What follows belongs to an exercise in optimizing a design on an open flow for small area, a short achievable clock period and few clock cycles; a production flow would make more cautious choices.
RTL that was checked went through simulation tests only; none was proved equivalent to the original.
Power figures rest on the tool's default switching activity, not on a simulated workload.

before:
## grammar_token_scanner
module grammar_token_scanner #(
    parameter int unsigned SOURCE_DEPTH = 65536
) (
    input  logic        aclk,
    input  logic        aresetn,
    input  logic        cfg_we,
    input  logic [15:0] cfg_wdata,
    input  logic        s_valid,
    output logic        s_ready,
    input  logic [7:0]  s_ch,
    input  logic        s_end_of_source,
    output logic        m_valid,
    input  logic        m_ready,
    output logic [3:0]  m_kind,
    output logic [15:0] m_line,
    output logic [15:0] m_start_res,
    output logic [15:0] m_length,
    output logic [1:0]  m_error_code,
    output logic        m_last_result
);
    localparam int unsigned POS_MAX_INT =
        (SOURCE_DEPTH - 1 < 65535) ? SOURCE_DEPTH - 1 : 65535;
    localparam logic [15:0] POS_MAX = 16'(POS_MAX_INT);
    logic        b_valid;
    logic        d_eos;         
    logic        d_lf;          
    logic        d_fid;         
    logic        d_fstr;        
    logic        d_id2;         
    logic        d_prep;        
    logic [1:0]  d_mode;        
    logic        o_valid;
    logic        o_bubble;      
    logic [3:0]  o_kind;
    logic [1:0]  o_err;
    logic        o_vl;
    logic [1:0]  o_text_c;
    logic        q_valid;
    logic [2:0]  q_code;
    logic        f_pend;
    logic [15:0] line_reg;
    logic [15:0] pos_reg;
    logic [15:0] ts_reg;
    logic [15:0] len_reg;
    logic [15:0] first_line_reg;
    logic        src_start;
    logic [7:0] n_ch;
    logic       n_eos;
    logic is_alpha, is_alnum, is_lf, is_quote, is_gt, is_dash, is_blank;
    logic [2:0] punct_code;
    logic n_dash, n_str, n_ident, n_idle, n_fresh;
    logic n_v0, n_v1, n_v2, n_id2, n_fid, n_fstr, n_prep, n_bub;
    logic [1:0] n_mid, n_mode;
    logic [3:0] n_kind0, n_kind;
    logic [1:0] n_err;
    logic       n_text, n_last, n_valid, n_qv;
  ...
export LEC_CHECK = 0
export ABC_AREA = 1
export CAP_MARGIN = 20
export CORE_MARGIN = 2
export CORE_UTILIZATION = 40
export CTS_BUF_LIST = sky130_fd_sc_hd__clkbuf_4 sky130_fd_sc_hd__clkbuf_8
export SETUP_SLACK_MARGIN = 2.97
export SLEW_MARGIN = 20
create_clock -name core_clock -period 5.5 [get_ports {aclk}]
standard.sh (not shown) runs the stock make flow with config.mk's settings and CLKGATE_MAP_FILE= SYNTH_SCRIPT=/design/flow/synth_recipe.tcl, a recipe that flattens the netlist after the stock synthesis.
==> flow/flow/run.sh <==
#!/bin/bash
# The standard layout, with the port buffers made from sky130_fd_sc_hd__buf_1
# instead of the delay cell buffer_ports picks by default. ORFS writes each
# step's log under orfs/logs; make's own output goes to standard.log.
bash standard.sh BUFFER_PORTS_ARGS="-buffer_cell sky130_fd_sc_hd__buf_1" finish > standard.log 2>&1
--- input diff before..after ---
--- a/flow/design.v
+++ b/flow/design.v
@@ -69,12 +69,15 @@
     logic        d_prep;        
     logic [1:0]  d_mode;        
     logic        o_valid;
     logic        o_bubble;      
     logic [3:0]  o_kind;
     logic [1:0]  o_err;
+    logic        o_text;
+    logic        o_last;
+    logic        m_busy;
     logic        o_vl;
     logic [1:0]  o_text_c;
     logic        q_valid;
     logic [2:0]  q_code;
     logic        f_pend;
     logic [15:0] line_reg;
@@ -173,21 +176,21 @@
     assign pos_sat = (pos_reg >= POS_MAX);
     assign pos_nx  = (POS_MAX == 16'hFFFF) ? (pos_inc[15:0] | {16{pos_sat}})
                                            : (pos_sat ? pos_reg : pos_inc[15:0]);
     assign m_valid       = o_valid;
     assign m_kind        = o_kind;
     assign m_error_code  = o_err;
-    assign m_last_result = ~(q_valid | f_pend);
+    assign m_last_result = o_last;
     assign m_line        = line_reg;
     assign m_start_res   = o_text_c[0] ? ts_reg : 16'd0;
     assign m_length      = o_text_c[1] ? len_reg : 16'd0;
     assign s_ready       = main_free;
     assign out_take  = o_valid & m_ready;
-    assign advance   = (out_take & ~o_vl) | o_bubble;
-    assign consume   = b_valid & ((m_ready & o_vl) | (~o_valid & ~o_bubble));
-    assign main_free = ~(o_valid | o_bubble) | (m_ready & o_vl);
+    assign advance   = (out_take & ~o_last) | o_bubble;
+    assign consume   = b_valid & ((out_take & o_last) | (~o_valid & ~o_bubble));
+    assign main_free = ~m_busy | (m_ready & o_vl);
     assign take      = s_valid & main_free;
     assign load      = take;
     assign to_post   = ~q_valid | (q_code == 3'd0);
     assign prep      = advance & d_prep & to_post;
     always_ff @(posedge aclk) begin
         if (load) begin
@@ -195,29 +198,36 @@
             d_lf   <= is_lf;
             d_fid  <= n_fid;
             d_fstr <= n_fstr;
             d_id2  <= n_id2;
             o_kind <= n_kind;
             o_err  <= n_err;
+            o_text <= n_text;
             o_text_c <= {2{n_text}};
+            o_last <= n_last;
             q_code <= n_qcode;
         end else if (advance) begin
             if (q_valid) begin
                 if (q_code == 3'd0) begin
                     o_kind <= d_id2 ? gts_pkg::KIND_IDENT : gts_pkg::KIND_ERR;
                     o_err  <= d_id2 ? gts_pkg::ERR_NONE : gts_pkg::ERR_OPEN_STR;
+                    o_text <= d_id2;
                     o_text_c <= {2{d_id2}};
                 end else begin
                     o_kind <= (q_code == 3'd7) ? gts_pkg::KIND_ERR : {1'b0, q_code};
                     o_err  <= (q_code == 3'd7) ? gts_pkg::ERR_UNEXPECTED : gts_pkg::ERR_NONE;
+                    o_text <= 1'b0;
                     o_text_c <= 2'b00;
                 end
+                o_last <= ~f_pend;
             end else begin
                 o_kind <= gts_pkg::KIND_EOF;
                 o_err  <= gts_pkg::ERR_NONE;
+                o_text <= 1'b0;
                     o_text_c <= 2'b00;
+                o_last <= 1'b1;
             end
         end
         if (new_src) begin
             pos_reg <= 16'd0;
         end else if (consume && !d_eos) begin
             pos_reg <= pos_nx;
@@ -251,34 +261,37 @@
         end
     end
     always_ff @(posedge aclk) begin
         if (!aresetn) begin
             b_valid        <= 1'b0;
             o_valid        <= 1'b0;
+            m_busy         <= 1'b0;
             o_vl           <= 1'b0;
             o_bubble       <= 1'b0;
             q_valid        <= 1'b0;
             f_pend         <= 1'b0;
             d_prep         <= 1'b0;
             d_mode         <= gts_pkg::MODE_IDLE;
             src_start      <= 1'b1;
             first_line_reg <= 16'd1;
         end else begin
             if (load) begin
+                m_busy   <= n_valid | n_bub;
                 o_vl     <= n_valid & n_last;
                 b_valid  <= 1'b1;
                 d_mode   <= n_mode;
                 d_prep   <= n_prep;
                 o_valid  <= n_valid;
                 o_bubble <= n_bub;
                 q_valid  <= n_qv;
                 f_pend   <= n_eos & (n_v0 | n_v1 | n_v2 | n_bub);
             end else begin
                 if (consume) begin
                     b_valid <= 1'b0;
                     o_valid <= 1'b0;
+                    m_busy  <= 1'b0;
                     o_vl    <= 1'b0;
                 end else if (advance) begin
                     o_valid  <= 1'b1;
                     o_vl     <= ~q_valid | ~f_pend;
                     o_bubble <= 1'b0;
                     if (q_valid) begin
Total placed instance area ends up lower on after. Taking before as the reference point, the worst hold slack of after rises by 0.0048 ns. after vs. before: via count shows a reduction of 129, global-route wire length before repair went down by about 3.3%, power saw a decrease, placed wire-length estimate has decreased. after: flow completed, timing, DRC and antenna clean. Comparing before and after, the lower clock buffer instance count of the final layout was measured on before. Comparing before with after, the number of cells produced by synthesis came out essentially unchanged. Post-synthesis cell area went down slightly going from before to after.
Testbench counts of after, summed over its fixed seeds: cycles 24,756.
Only the layout flow was run in before; the RTL was not checked for function there.

* * *

Setup of the baseline:
grammar_token_scanner, a different RTL version from the one above (not shown whole).
Size in the first run: about 100 flip-flops, ~87 I/O pins, about 6200 um^2 of cells after synthesis.
clock: 5.5 ns
lec_check: 0
abc_clock_period_in_ps: 1000
cap_margin: 20
core_margin: 2
core_utilization: 40
setup_slack_margin: 3.0
slew_margin: 20
run.sh (not shown) runs the stock make flow with config.mk's settings and CLKGATE_MAP_FILE= SYNTH_SCRIPT=/design/flow/synth_recipe.tcl, a recipe that flattens the netlist after the stock synthesis.
Stock flow here: none of the scripts above is used.
## Diff of input files: the candidate against the baseline
--- a/flow/design.v
+++ b/flow/design.v
@@ -54,18 +54,21 @@
     output logic [15:0] m_line,
     output logic [15:0] m_start_res,
     output logic [15:0] m_length,
     output logic [1:0]  m_error_code,
     output logic        m_last_result
 );
     localparam int unsigned POS_MAX_INT =
         (SOURCE_DEPTH - 1 < 65535) ? SOURCE_DEPTH - 1 : 65535;
     localparam logic [15:0] POS_MAX = 16'(POS_MAX_INT);
+    logic        k_valid;
+    logic [7:0]  k_ch;
+    logic        k_eos;
     logic        b_valid;
     logic        d_eos;         
     logic        d_lf;          
     logic        d_fid;         
     logic        d_fstr;        
     logic        d_id2;         
     logic        d_prep;        
     logic [1:0]  d_mode;        
     logic        o_valid;
@@ -87,20 +90,20 @@
     logic is_alpha, is_alnum, is_lf, is_quote, is_gt, is_dash, is_blank;
     logic [2:0] punct_code;
     logic n_dash, n_str, n_ident, n_idle, n_fresh;
     logic n_v0, n_v1, n_v2, n_id2, n_fid, n_fstr, n_prep, n_bub;
     logic [1:0] n_mid, n_mode;
     logic [3:0] n_kind0, n_kind;
     logic [1:0] n_err;
     logic       n_text, n_last, n_valid, n_qv;
     logic [2:0] n_qcode;
-    assign n_ch  = s_ch;
-    assign n_eos = s_end_of_source;
+    assign n_ch  = k_valid ? k_ch : s_ch;
+    assign n_eos = k_valid ? k_eos : s_end_of_source;
     always_comb begin
         is_alpha = ((n_ch >= 8'h61) && (n_ch <= 8'h7A)) || ((n_ch >= 8'h41) && (n_ch <= 8'h5A));
         is_alnum = is_alpha || ((n_ch >= 8'h30) && (n_ch <= 8'h39));
         is_lf    = (n_ch == gts_pkg::CH_LF);
         is_quote = (n_ch == gts_pkg::CH_QUOTE);
         is_gt    = (n_ch == gts_pkg::CH_GT);
         is_dash  = (n_ch == gts_pkg::CH_DASH);
         is_blank = (n_ch == gts_pkg::CH_SPACE) || (n_ch == gts_pkg::CH_TAB) ||
                    (n_ch == gts_pkg::CH_CR);
@@ -163,28 +166,32 @@
     logic out_take, advance, consume, main_free, take, load;
     logic to_post, prep;
     assign m_valid       = o_valid;
     assign m_kind        = o_kind;
     assign m_error_code  = o_err;
     assign m_last_result = o_last;
     assign m_line        = line_reg;
     assign m_start_res   = o_text ? ts_reg : 16'd0;
     assign m_length      = o_text ? len_reg : 16'd0;
-    assign s_ready       = main_free;
+    assign s_ready       = ~k_valid & ~(b_valid & d_eos);
     assign out_take  = o_valid & m_ready;
     assign advance   = (out_take & ~o_last) | o_bubble;
     assign consume   = b_valid & ((out_take & o_last) | (~o_valid & ~o_bubble));
     assign main_free = ~b_valid | consume;
-    assign take      = s_valid & main_free;
-    assign load      = take;
+    assign take      = s_valid & s_ready;
+    assign load      = main_free & (k_valid | take);
     assign to_post   = ~q_valid | (q_code == 3'd0);
     assign prep      = advance & d_prep & to_post;
     always_ff @(posedge aclk) begin
+        if (take && !main_free) begin
+            k_ch  <= s_ch;
+            k_eos <= s_end_of_source;
+        end
         if (load) begin
             d_eos  <= n_eos;
             d_lf   <= is_lf;
             d_fid  <= n_fid;
             d_fstr <= n_fstr;
             d_id2  <= n_id2;
             o_kind <= n_kind;
             o_err  <= n_err;
             o_text <= n_text;
@@ -224,29 +231,35 @@
                 ts_reg  <= (pos_reg == 16'hFFFF) ? 16'hFFFF : pos_reg + 16'd1;
                 len_reg <= 16'd0;
             end else if (pos_reg < POS_MAX) begin
                 len_reg <= len_reg + 16'd1;
             end
         end
     end
     always_ff @(posedge aclk) begin
         if (!aresetn) begin
+            k_valid        <= 1'b0;
             b_valid        <= 1'b0;
             o_valid        <= 1'b0;
             o_bubble       <= 1'b0;
             q_valid        <= 1'b0;
             f_pend         <= 1'b0;
             d_prep         <= 1'b0;
             d_mode         <= gts_pkg::MODE_IDLE;
             line_reg       <= 16'd1;
             pos_reg        <= 16'd0;
             first_line_reg <= 16'd1;
         end else begin
+            if (k_valid) begin
+                k_valid <= ~main_free;
+            end else begin
+                k_valid <= take & ~main_free;
+            end
             if (load) begin
                 b_valid  <= 1'b1;
                 d_mode   <= n_mode;
                 d_prep   <= n_prep;
                 o_valid  <= n_valid;
                 o_bubble <= n_bub;
                 q_valid  <= n_qv;
                 f_pend   <= n_eos & (n_v0 | n_v1 | n_v2 | n_bub);
             end else begin
@@ -267,21 +280,21 @@
                 end
             end
             if (consume) begin
                 if (d_eos) begin
                     pos_reg <= 16'd0;
                 end else if (pos_reg < POS_MAX) begin
                     pos_reg <= pos_reg + 16'd1;
                 end
             end
-            if (cfg_we && ((!b_valid && pos_reg == 16'd0 &&
+            if (cfg_we && ((!b_valid && !k_valid && pos_reg == 16'd0 &&
                             d_mode == gts_pkg::MODE_IDLE) ||
-                           (consume && d_eos))) begin
+                           (consume && d_eos && !k_valid))) begin
                 line_reg <= cfg_wdata;
             end else if (consume && d_eos) begin
                 line_reg <= first_line_reg;
             end else if ((consume || prep) && d_lf) begin
                 line_reg <= (line_reg == 16'hFFFF) ? 16'hFFFF : line_reg + 16'd1;
             end
             if (cfg_we) begin
                 first_line_reg <= cfg_wdata;
             end
Findings:
The candidate vs. the baseline: fmax lost 1.3%, total of plain and repair buffers excluding clock buffers picked up an extra 5, total CTS buffers picked up an extra 8, final cell count without fillers picked up an extra 99, worst setup slack lost 37 ps. Taking the baseline as the reference, in the candidate met1 demand-to-capacity share in global routing shows an increase of 0.34 points, met1 routed wirelength after detailed routing shows an increase of 490 um, register-to-register slack shows a reduction of 520 ps.
No functional check of the RTL was part of any run of this note.

* * *

Setup of trial 61:
grammar_token_scanner, a different RTL version from the one above (not shown whole).
Size: roughly 110 flip-flops, about 87 I/O pins, ~5800 sq um of cells after synthesis.
Settings: LEC_CHECK=0, ABC_AREA=1, CAP_MARGIN=20, CORE_MARGIN=2, CORE_UTILIZATION=40, CTS_BUF_LIST=sky130_fd_sc_hd__clkbuf_4 sky130_fd_sc_hd__clkbuf_8, SETUP_SLACK_MARGIN=2.9, SLEW_MARGIN=20; clock period 5.5 ns.
standard.sh (not shown) runs the stock make flow with config.mk's settings and CLKGATE_MAP_FILE= SYNTH_SCRIPT=/design/flow/synth_recipe.tcl, a recipe that flattens the netlist after the stock synthesis.
Scripts as last shown in full above: flow/flow/run.sh
Looking at the reports, trial 61 completed the entire flow and the layout it produced met the timing, DRC and antenna checks.
> inputs changed (trial 61 -> trial 94)
--- a/flow/design.v
+++ b/flow/design.v
@@ -64,34 +64,35 @@
     logic        d_eos;         
     logic        d_lf;          
     logic        d_fid;         
     logic        d_fstr;        
     logic        d_id2;         
     logic        d_prep;        
     logic [1:0]  d_mode;        
     logic        o_valid;
     logic        o_bubble;      
     logic [3:0]  o_kind;
     logic [1:0]  o_err;
     logic        o_text;
+    logic        o_last;
     logic        m_busy;
     logic        o_vl;
     logic [1:0]  o_text_c;
     logic        q_valid;
     logic [2:0]  q_code;
     logic        f_pend;
     logic [15:0] line_reg;
-    logic [15:0] pos_reg;
     logic [15:0] ts_reg;
     logic [15:0] len_reg;
+    logic        in_text;
     logic [15:0] first_line_reg;
     logic        src_start;
     logic [7:0] n_ch;
     logic       n_eos;
     logic is_alpha, is_alnum, is_lf, is_quote, is_gt, is_dash, is_blank;
     logic [2:0] punct_code;
     logic n_dash, n_str, n_ident, n_idle, n_fresh;
     logic n_v0, n_v1, n_v2, n_id2, n_fid, n_fstr, n_prep, n_bub;
     logic [1:0] n_mid, n_mode;
     logic [3:0] n_kind0, n_kind;
     logic [1:0] n_err;
     logic       n_text, n_last, n_valid, n_qv;
@@ -157,85 +158,90 @@
         end else if (n_v2) begin
             n_kind = n_id2 ? gts_pkg::KIND_IDENT : gts_pkg::KIND_ERR;
             n_err  = n_id2 ? gts_pkg::ERR_NONE : gts_pkg::ERR_OPEN_STR;
             n_text = n_id2;
             n_last = 1'b0;
         end
         n_qv    = (n_v0 & n_v1) | (n_v2 & (n_v0 | n_bub));
         n_qcode = n_v1 ? punct_code : 3'd0;
     end
     logic out_take, advance, consume, main_free, take, load;
     logic to_post, prep, new_src;
     logic [16:0] pos_inc, line_inc, len_inc;
-    assign pos_inc  = {1'b0, pos_reg} + 17'd1;
+    logic [17:0] pos_sum;
+    assign pos_sum  = {1'b0, ts_reg, in_text} + {1'b0, len_reg, in_text};
+    assign pos_inc  = pos_sum[17:1];
     assign line_inc = {1'b0, line_reg} + 17'd1;
     assign len_inc  = {1'b0, len_reg} + 17'd1;
     assign new_src  = load & (src_start | (consume & d_eos));
     logic        pos_sat;
     logic [15:0] pos_nx;
-    assign pos_sat = (pos_reg >= POS_MAX);
+    assign pos_sat = (POS_MAX == 16'hFFFF) ? pos_inc[16] : (pos_inc > {1'b0, POS_MAX});
     assign pos_nx  = (POS_MAX == 16'hFFFF) ? (pos_inc[15:0] | {16{pos_sat}})
-                                           : (pos_sat ? pos_reg : pos_inc[15:0]);
+                                           : (pos_sat ? POS_MAX : pos_inc[15:0]);
     assign m_valid       = o_valid;
     assign m_kind        = o_kind;
     assign m_error_code  = o_err;
-    assign m_last_result = ~(q_valid | f_pend);
+    assign m_last_result = o_last;
     assign m_line        = line_reg;
     assign m_start_res   = o_text_c[0] ? ts_reg : 16'd0;
     assign m_length      = o_text_c[1] ? len_reg : 16'd0;
     assign s_ready       = main_free;
     assign out_take  = o_valid & m_ready;
-    assign advance   = (out_take & ~o_vl) | o_bubble;
-    assign consume   = b_valid & ((m_ready & o_vl) | (~o_valid & ~o_bubble));
+    assign advance   = (out_take & ~o_last) | o_bubble;
+    assign consume   = b_valid & ((out_take & o_last) | (~o_valid & ~o_bubble));
     assign main_free = ~m_busy | (m_ready & o_vl);
     assign take      = s_valid & main_free;
     assign load      = take;
     assign to_post   = ~q_valid | (q_code == 3'd0);
     assign prep      = advance & d_prep & to_post;
     always_ff @(posedge aclk) begin
         if (load) begin
             d_eos  <= n_eos;
             d_lf   <= is_lf;
             d_fid  <= n_fid;
             d_fstr <= n_fstr;
             d_id2  <= n_id2;
             o_kind <= n_kind;
             o_err  <= n_err;
             o_text <= n_text;
             o_text_c <= {2{n_text}};
+            o_last <= n_last;
             q_code <= n_qcode;
         end else if (advance) begin
             if (q_valid) begin
                 if (q_code == 3'd0) begin
                     o_kind <= d_id2 ? gts_pkg::KIND_IDENT : gts_pkg::KIND_ERR;
                     o_err  <= d_id2 ? gts_pkg::ERR_NONE : gts_pkg::ERR_OPEN_STR;
                     o_text <= d_id2;
                     o_text_c <= {2{d_id2}};
                 end else begin
                     o_kind <= (q_code == 3'd7) ? gts_pkg::KIND_ERR : {1'b0, q_code};
                     o_err  <= (q_code == 3'd7) ? gts_pkg::ERR_UNEXPECTED : gts_pkg::ERR_NONE;
                     o_text <= 1'b0;
                     o_text_c <= 2'b00;
                 end
+                o_last <= ~f_pend;
             end else begin
                 o_kind <= gts_pkg::KIND_EOF;
                 o_err  <= gts_pkg::ERR_NONE;
                 o_text <= 1'b0;
                     o_text_c <= 2'b00;
+                o_last <= 1'b1;
             end
         end
         if (new_src) begin
-            pos_reg <= 16'd0;
+            in_text <= 1'b0;
         end else if (consume && !d_eos) begin
-            pos_reg <= pos_nx;
+            in_text <= d_mode[1];
         end
         if (new_src) begin
             ts_reg  <= 16'd0;
             len_reg <= 16'd1;
         end else if (prep) begin
             if (d_id2 && !len_inc[16]) begin
                 len_reg <= len_inc[15:0];
             end
         end else if (consume && !d_eos) begin
             if (d_fid) begin
                 len_reg <= {15'd0, ~pos_sat};
             end else if (d_fstr) begin
==> run summary <==
Trial 94 against trial 61: slew of the pin with the lowest slew margin down 170 ps; sequential cell area down about 11%; flip-flop and latch count after synthesis down 14; multi-input logic cell count up 23; worst setup slack down 15 ps. On global-route track usage on met2, the lower figure sits with trial 61, not trial 94. Distinct cell type count of the synthesized netlist (trial 94 / trial 61): 1.09. Summary — clock tree buffer count of the final layout, trial 94 relative to trial 61: higher, by 1.
No run of this note included a check of the RTL's function; only the layout flow was run.

static timing again, ports no longer ideal:
The flow's constraints put no driver on any port. The routed layouts listed below were extracted and timed again, unchanged, in two steps.
Step 1 sets driving cells, clkbuf_16 on the clock port and buf_2 on the other inputs (assumed; they add their load-dependent delay and slew).
Step 2 times the ports against the registers' clock, not the clock port: input delays grow and output delays shrink by t, the midpoint of the rising clock arrivals with the driver on.
a / b / c = ideal ports / drivers / drivers and shift; a / b = the first two.
run	shift t [ns]	slack for setup (ns)	hold slack, ns
before	0.421	2.963 / 2.931 / 2.616	0.465 / 0.465 / 0.465
after	0.411	2.969 / 2.928 / 2.721	0.470 / 0.470 / 0.470
the baseline	0.397	2.557 / 2.522 / 2.465	0.488 / 0.488 / 0.488
the candidate	0.453	2.519 / 2.523 / 2.070	0.488 / 0.488 / 0.488
trial 61	0.417	2.943 / 2.912 / 2.652	0.478 / 0.478 / 0.478
trial 94	0.413	2.928 / 2.909 / 2.598	0.477 / 0.477 / 0.477
After both steps every run listed still meets setup and hold. The setup slack of the candidate, which loses most, moves by +0.004 ns with the drivers and by -0.449 ns with both steps.
